What follows belongs to an exercise in optimizing a design on an open flow for small area, a short achievable clock period and few clock cycles per item; a production flow would make more cautious choices.
Only simulation tests tie the RTL to the original design; equivalence was not proved.

Design positional_pid_antiwindup, start of the top module:
module positional_pid_antiwindup
#(
  parameter int DATA_WIDTH     = DATA_WIDTH_DEF,
  parameter int GAIN_FRAC_BITS = GAIN_FRAC_BITS_DEF
) (
  input  logic                  clk,
  input  logic                  rst_n,
  input  logic                  cfg_we,
  input  logic [REG_IDX_W-1:0]  cfg_idx,
  input  logic [GAIN_W-1:0]     cfg_wdata,
  input  logic                  in_valid,
  output logic                  in_ready,
  input  logic [DATA_WIDTH-1:0] error_in,
  input  logic [DATA_WIDTH-1:0] target_in,
  input  logic [DATA_WIDTH-1:0] out_limit,
  output logic                  out_valid,
  input  logic                  out_ready,
  output logic [OUT_W-1:0]      control_out
);
  function automatic logic [23:0] booth_enc(input logic [15:0] g);
    logic [16:0] gx;
    logic [7:0]  one, two, neg;
    gx = {g, 1'b0};
    for (int i = 0; i < 8; i++) begin
      one[i] = gx[2*i+1] ^ gx[2*i];
      two[i] = (gx[2*i+2] & ~gx[2*i+1] & ~gx[2*i]) | (~gx[2*i+2] & gx[2*i+1] & gx[2*i]);
      neg[i] = gx[2*i+2];
    end
    booth_enc = {neg, two, one};
  endfunction
  logic [23:0] kp_e, kd_e, kf_e, ki_e;
  logic [15:0] ki_r;
  logic [23:0] wenc;
  logic        ki_wr;
  assign ki_wr = cfg_we && (cfg_idx == 2'd1);
  assign wenc  = booth_enc(cfg_wdata);
  always_ff @(posedge clk) begin
    if (!rst_n) begin
      kp_e <= '0;
      kd_e <= '0;
      kf_e <= '0;
      ki_e <= '0;
      ki_r <= '0;
    end else if (cfg_we) begin
      case (cfg_idx)
        2'd0: kp_e <= wenc;
        2'd1: begin ki_e <= wenc; ki_r <= cfg_wdata; end
  ...
For scale: roughly 10000 cells after synthesis, roughly 580 flip-flops, about 110 I/O pins, about 0.062 sq mm of cells after synthesis.
export LEC_CHECK = 0
export ABC_AREA = 1
export ABC_CLOCK_PERIOD_IN_PS = 3500
export CAP_MARGIN = 20
export CORE_MARGIN = 2
export CORE_UTILIZATION = 55
export CTS_BUF_LIST = sky130_fd_sc_hd__clkbuf_4 sky130_fd_sc_hd__clkbuf_8
export SLEW_MARGIN = 20
create_clock -name core_clock -period 12.0 [get_ports {clk}]
standard.sh (not shown) runs the stock make flow with config.mk's settings and CLKGATE_MAP_FILE= SYNTH_SCRIPT=/design/flow/synth_recipe.tcl, a recipe that flattens the netlist after the stock synthesis.
==> flow/flow/run.sh <==
#!/bin/bash
# The standard layout, with the full-adder mapping step turned off so ABC
# maps the adder trees itself (the platform's fa/ha cells are slow), and
# timing repair aimed at a setup slack margin, so that repair works on the
# paths that set the achieved period.
set -euo pipefail
bash standard.sh ADDER_MAP_FILE= SETUP_SLACK_MARGIN=8.1 finish > standard_flow.log 2>&1
Testbench counts at the start, summed over its fixed seeds: cycles 8,032, items 8,000.
Then changed:
==> flow/flow/run.sh (replaced) <==
#!/bin/bash
# The standard layout (standard synthesis, full adders included), with
# timing repair aimed at a setup slack margin, so that repair works on the
# paths that set the achieved period.
set -euo pipefail
bash standard.sh SETUP_SLACK_MARGIN=7.6 finish > standard_flow.log 2>&1
What happened:
- The changed run passed the timing, design-rule and antenna checks
- final area drops by about a fifth
- setup slack is worse by 1.7 ns
- clock skew falls by 0.0093 ns
- synthesized area is lower by roughly a tenth
- clock-buffer cell count rises by 10
Then changed:
==> flow/flow/run.sh (replaced) <==
#!/bin/bash
# The standard layout, with the full-adder mapping step turned off so ABC
# maps the adder trees itself (the platform's fa/ha cells are slow), and
# timing repair aimed at a setup slack margin, so that repair works on the
# paths that set the achieved period.
set -euo pipefail
bash standard.sh ADDER_MAP_FILE= SETUP_SLACK_MARGIN=7.9 finish > standard_flow.log 2>&1
Settings changed: CORE_UTILIZATION 55 to 65.
What happened:
- The changed run produced a clean layout
- core utilization climbs by 10 points
- setup slack gets better by 1.6 ns
- cell area increases by 14%
- routed wire length rose by about 32%
- area after synthesis rose by about 16%
- cell count increases by about 66%
- fmax climbs by about 40%
- worst hold slack got worse by 0.0052 ns
Then changed:
==> flow/flow/run.sh (replaced) <==
#!/bin/bash
# The standard layout, with the full-adder mapping step turned off so ABC
# maps the adder trees itself (the platform's fa/ha cells are slow), and
# timing repair aimed at a setup slack margin, so that repair works on the
# paths that set the achieved period (after global routing only).
set -euo pipefail
bash standard.sh ADDER_MAP_FILE= SETUP_SLACK_MARGIN=7.9 SKIP_CTS_REPAIR_TIMING=1 finish > standard_flow.log 2>&1
Settings changed: CORE_UTILIZATION 65 to 55.
What happened:
- wire length shrinks by 0.62%
- via count went down by about 3%
- die area goes up by 18%
- final area went up by about 1.1%
- non-clock buffer count rose by 53
- global-route usage came out lower by 7.0 points
- critical path depth decreases by 17
- setup slack hardly moves
- worst hold slack is better by 0.018 ns
Then changed:
==> flow/flow/run.sh (replaced) <==
#!/bin/bash
# The standard layout, with the full-adder mapping step turned off so ABC
# maps the adder trees itself (the platform's fa/ha cells are slow), and
# timing repair aimed at a setup slack margin, so that repair works on the
# paths that set the achieved period.
set -euo pipefail
bash standard.sh ADDER_MAP_FILE= SETUP_SLACK_MARGIN=8.0 finish > standard_flow.log 2>&1
Synthesized area stays the same.
Cell count is about the same.
Design area rose by 0.43%.
Then changed:
--- a/flow/flow/run.sh
+++ b/flow/flow/run.sh
@@ -5,3 +5,3 @@
 # paths that set the achieved period.
 set -euo pipefail
-bash standard.sh ADDER_MAP_FILE= SETUP_SLACK_MARGIN=8.0 finish > standard_flow.log 2>&1
+bash standard.sh ADDER_MAP_FILE= SETUP_SLACK_MARGIN=7.9 finish > standard_flow.log 2>&1
Synthesized area stays the same; non-clock buffer count fell by 27; via count fell by 0.34%; final cell count fell by 0.30%; design area fell by 0.98%.

## port drivers added, routing unchanged
In the flow no input, the clock included, has a driving cell. The finished layouts below were timed again as built, in two steps. Step 1 sets driving cells, clkbuf_16 on the clock port and buf_2 on the other inputs (assumed; they add their load-dependent delay and slew). Step 2 adds t to the input delays and takes it off the output delays; t is the mean of the earliest and latest rising clock arrival at the registers after step 1. Input paths then give back, and output paths get back, about the clock's delay inside the block. a / b / c = ideal ports / drivers / drivers and shift; a / b = the first two.
run	shift t [ns]	slack for setup (ns)	latest minus earliest clock arrival (ns)	worst register clock-pin slew, ns	worst slew at a driven data input, ns
the first run	0.864	8.022 / 8.031 / 7.167	0.065 / 0.066	0.08 / 0.08	0.07
the second run	0.861	6.367 / 6.367 / 6.367	0.056 / 0.056	0.07 / 0.07	0.10
the third run	0.848	7.925 / 7.882 / 7.125	0.101 / 0.101	0.08 / 0.08	0.06
the fourth run	0.828	7.925 / 7.896 / 7.145	0.106 / 0.105	0.07 / 0.07	0.07
the fifth run	0.877	8.015 / 7.998 / 7.187	0.068 / 0.067	0.08 / 0.08	0.07
the sixth run	0.836	7.962 / 7.894 / 7.242	0.111 / 0.111	0.07 / 0.07	0.07
After both steps every run listed still meets setup and hold. The setup slack of the first run, which loses most, moves by +0.009 ns with the drivers and by -0.855 ns with both steps.
